This design comes from an exercise in tuning for small area on the open sky130 flow, not from production work.
Only simulation tests tie the RTL to the original design; equivalence was not proved.
Power and IR drop assume default switching activity.

// imu_tilt_and_gyro_rate_core
module imu_tilt_and_gyro_rate_core (
    input  wire logic         clk,
    input  wire logic         rst_n,
    input  wire logic         s_tvalid,
    output logic              s_tready,
    input  wire logic [95:0]  s_tdata,
    input  wire logic [1:0]   s_tuser,
    output logic              m_tvalid,
    input  wire logic         m_tready,
    output logic [103:0]      m_tdata,
    output logic [2:0]        m_tuser,
    input  wire logic         cfg_valid,
    output logic              cfg_ready,
    input  wire logic [1:0]   cfg_index,
    input  wire logic [9:0]   cfg_data
);
For scale: about 1800 cells after synthesis, roughly 340 flip-flops, roughly 230 I/O pins, roughly 16000 um2 of cells after synthesis.
==> flow/config.mk <==
export PLATFORM = sky130hd
export DESIGN_NAME = imu_tilt_and_gyro_rate_core
export DESIGN_NICKNAME = imu_tilt_and_gyro_rate_core
export VERILOG_FILES = /design/flow/design.v
export SDC_FILE = /design/flow/constraint.sdc
export NUM_CORES = 4
export LEC_CHECK = 0
export ABC_AREA = 1
export CAP_MARGIN = 20
export CORE_MARGIN = 2
export CORE_UTILIZATION = 50
export SLEW_MARGIN = 20
==> flow/constraint.sdc <==
create_clock -name core_clock -period 11.0 [get_ports {clk}]
set_input_delay 2.2000 -clock core_clock [delete_from_list [all_inputs] [get_ports {clk}]]
set_output_delay 2.2000 -clock core_clock [all_outputs]
set_load 0.01 [all_outputs]
standard.sh (not shown) runs the stock make flow with config.mk's settings and CLKGATE_MAP_FILE= SYNTH_SCRIPT=/design/flow/synth_recipe.tcl, a recipe that flattens the netlist after the stock synthesis.
==> flow/flow/run.sh <==
#!/bin/bash
# Own layout flow: the standard flow, with the port buffers made from the
# smallest buffer cell and a clock tree built from small clock buffers without
# dummy loads. Each tool's full output goes to a log file in this folder.
set -euo pipefail
export BUFFER_PORTS_ARGS="-buffer_cell sky130_fd_sc_hd__buf_1"
export CTS_ARGS="-sink_clustering_enable -repair_clock_nets -dont_use_dummy_load -buf_list {sky130_fd_sc_hd__clkbuf_2 sky130_fd_sc_hd__clkbuf_4 sky130_fd_sc_hd__clkbuf_8} -sink_clustering_size 12 -sink_clustering_max_diameter 40"
bash standard.sh > standard_flow.log 2>&1
cp -r orfs/logs ./orfs_logs 2>/dev/null || true
Then changed:
Settings changed: CORE_UTILIZATION 50 to 65.
After rerunning: Design area falls slightly. Global-route usage went up by 8.0 points. Total power hardly moves. Synthesized area is unchanged. Clock-buffer cell count fell by 3. Worst hold slack gets better by 0.016 ns.

* * *

Setup of run A:
Another version of the RTL of imu_tilt_and_gyro_rate_core (not shown whole).
For scale: ~1,300 cells after synthesis, ~340 flip-flops, about 230 I/O pins, ~14,000 um^2 of cells after synthesis.
==> flow/config.mk <==
export PLATFORM = sky130hd
export DESIGN_NAME = imu_tilt_and_gyro_rate_core
export DESIGN_NICKNAME = imu_tilt_and_gyro_rate_core
export VERILOG_FILES = /design/flow/design.v
export SDC_FILE = /design/flow/constraint.sdc
export NUM_CORES = 4
export LEC_CHECK = 0
export ABC_AREA = 1
export CAP_MARGIN = 20
export CORE_MARGIN = 2
export CORE_UTILIZATION = 50
export GPL_TIMING_DRIVEN = 0
export SLEW_MARGIN = 20
==> flow/constraint.sdc <==
create_clock -name core_clock -period 11.0 [get_ports {clk}]
set_input_delay 2.2000 -clock core_clock [delete_from_list [all_inputs] [get_ports {clk}]]
set_output_delay 2.2000 -clock core_clock [all_outputs]
set_load 0.01 [all_outputs]
==> flow/flow/run.sh <==
#!/bin/bash
# Own layout flow, built on the standard flow (standard.sh):
#  2. the synthesis runs again with own_synth.tcl: the same script, but ABC maps
#     the logic with abc_area_nf.script and no adder cells are placed;
#  4. the rest of the standard flow runs, with the port buffers made from the
#     smallest buffer cell and a clock tree of small clock buffers without
#     dummy loads.
# Each tool's full output goes to a log file in this folder.
set -euo pipefail
W=$(pwd)
RES=$W/orfs/results/$FLOW_PLATFORM/imu_tilt_and_gyro_rate_core/base
LOGS=$W/orfs/logs/$FLOW_PLATFORM/imu_tilt_and_gyro_rate_core/base

bash standard.sh synth > synth_standard.log 2>&1
mkdir -p ref_synth
cp $RES/1_2_yosys.v $RES/1_2_yosys.sdc $RES/1_synth.odb $RES/1_synth.sdc ref_synth/
cp $LOGS/1_2_yosys.log ref_synth/1_2_yosys.log

rm -f $RES/1_2_yosys.v $RES/1_2_yosys.sdc $RES/1_synth.odb $RES/1_synth.sdc
if ADDER_MAP_FILE= make -C "$FLOW_HOME" DESIGN_CONFIG=$W/config.mk WORK_HOME=$W/orfs \
      CLKGATE_MAP_FILE= SYNTH_SCRIPT=$W/flow/own_synth.tcl synth > synth_own.log 2>&1 \
   && python3 $W/flow/cmp_regs.py ref_synth/1_2_yosys.v $RES/1_2_yosys.v > regs_compare.log 2>&1; then
  echo "using the own synthesis" >> regs_compare.log
else
  echo "falling back to the standard synthesis" >> regs_compare.log
  cp ref_synth/1_2_yosys.v ref_synth/1_2_yosys.sdc ref_synth/1_synth.odb ref_synth/1_synth.sdc $RES/
fi
touch $RES/1_synth.odb $RES/1_synth.sdc

export BUFFER_PORTS_ARGS="-buffer_cell sky130_fd_sc_hd__buf_1"
export CTS_ARGS="-sink_clustering_enable -repair_clock_nets -dont_use_dummy_load -buf_list {sky130_fd_sc_hd__clkbuf_4} -sink_clustering_size 10 -sink_clustering_max_diameter 35"
bash standard.sh > standard_flow.log 2>&1
cp -r orfs/logs ./orfs_logs 2>/dev/null || true
Other scripts of this flow, unchanged in this note and not shown: flow/flow/abc_area_nf.script, flow/flow/cmp_regs.py, flow/flow/own_synth.tcl
Run A: full flow OK, the timing, design-rule and antenna checks passed
diff inputs: run A => run E
Settings: a deleted GPL_TIMING_DRIVEN that had been 0.
Run E was carried through to the last stage, and its layout satisfied the timing, design-rule and antenna checks. Run A was carried through to the last stage, and its layout satisfied the timing, design-rule and antenna checks. Run E vs run A: global routing usage summed across all routing layers up in run E. Compared with run A, in run E reported net switching power grew by 0.90%, cell total after placement +about 0.8%, post-route fraction of the period consumed by the critical path went down. Going from run A to run E, total power increased by about 0.8% relative to the old numbers; portion of total power attributed to combinational logic increased by 0.6 points relative to the old numbers; pre-CTS setup slack increased by 1.92 ns relative to the old numbers.

[afterwards: timing with drivers on the ports]
In the flow no input, the clock included, has a driving cell. The finished layouts below were timed again as built, in two steps.
Step 1 sets driving cells, clkbuf_16 on the clock port and buf_2 on the other inputs (assumed; they add their load-dependent delay and slew).
Step 2 also shifts input and output timing later by t, the mid clock arrival at the registers, as if the neighbouring blocks saw the same clock.
Slacks: ideal ports / drivers / drivers and shift; pairs: ideal ports / drivers.
run | shift t [ns] | setup slack, ns | hold slack, ns | cell pins on the clock port's net
the first run of note 1 | 0.586 | 3.699 / 3.699 / 3.699 | 0.305 / 0.305 / 0.305 | 1
the second run of note 1 | 0.579 | 3.508 / 3.508 / 3.508 | 0.320 / 0.320 / 0.320 | 1
run A | 0.688 | 2.022 / 2.022 / 2.022 | 0.328 / 0.328 / 0.328 | 1
run E | 0.708 | 3.934 / 3.934 / 3.934 | 0.290 / 0.290 / 0.290 | 1
After both steps setup and hold are still met in every run listed.
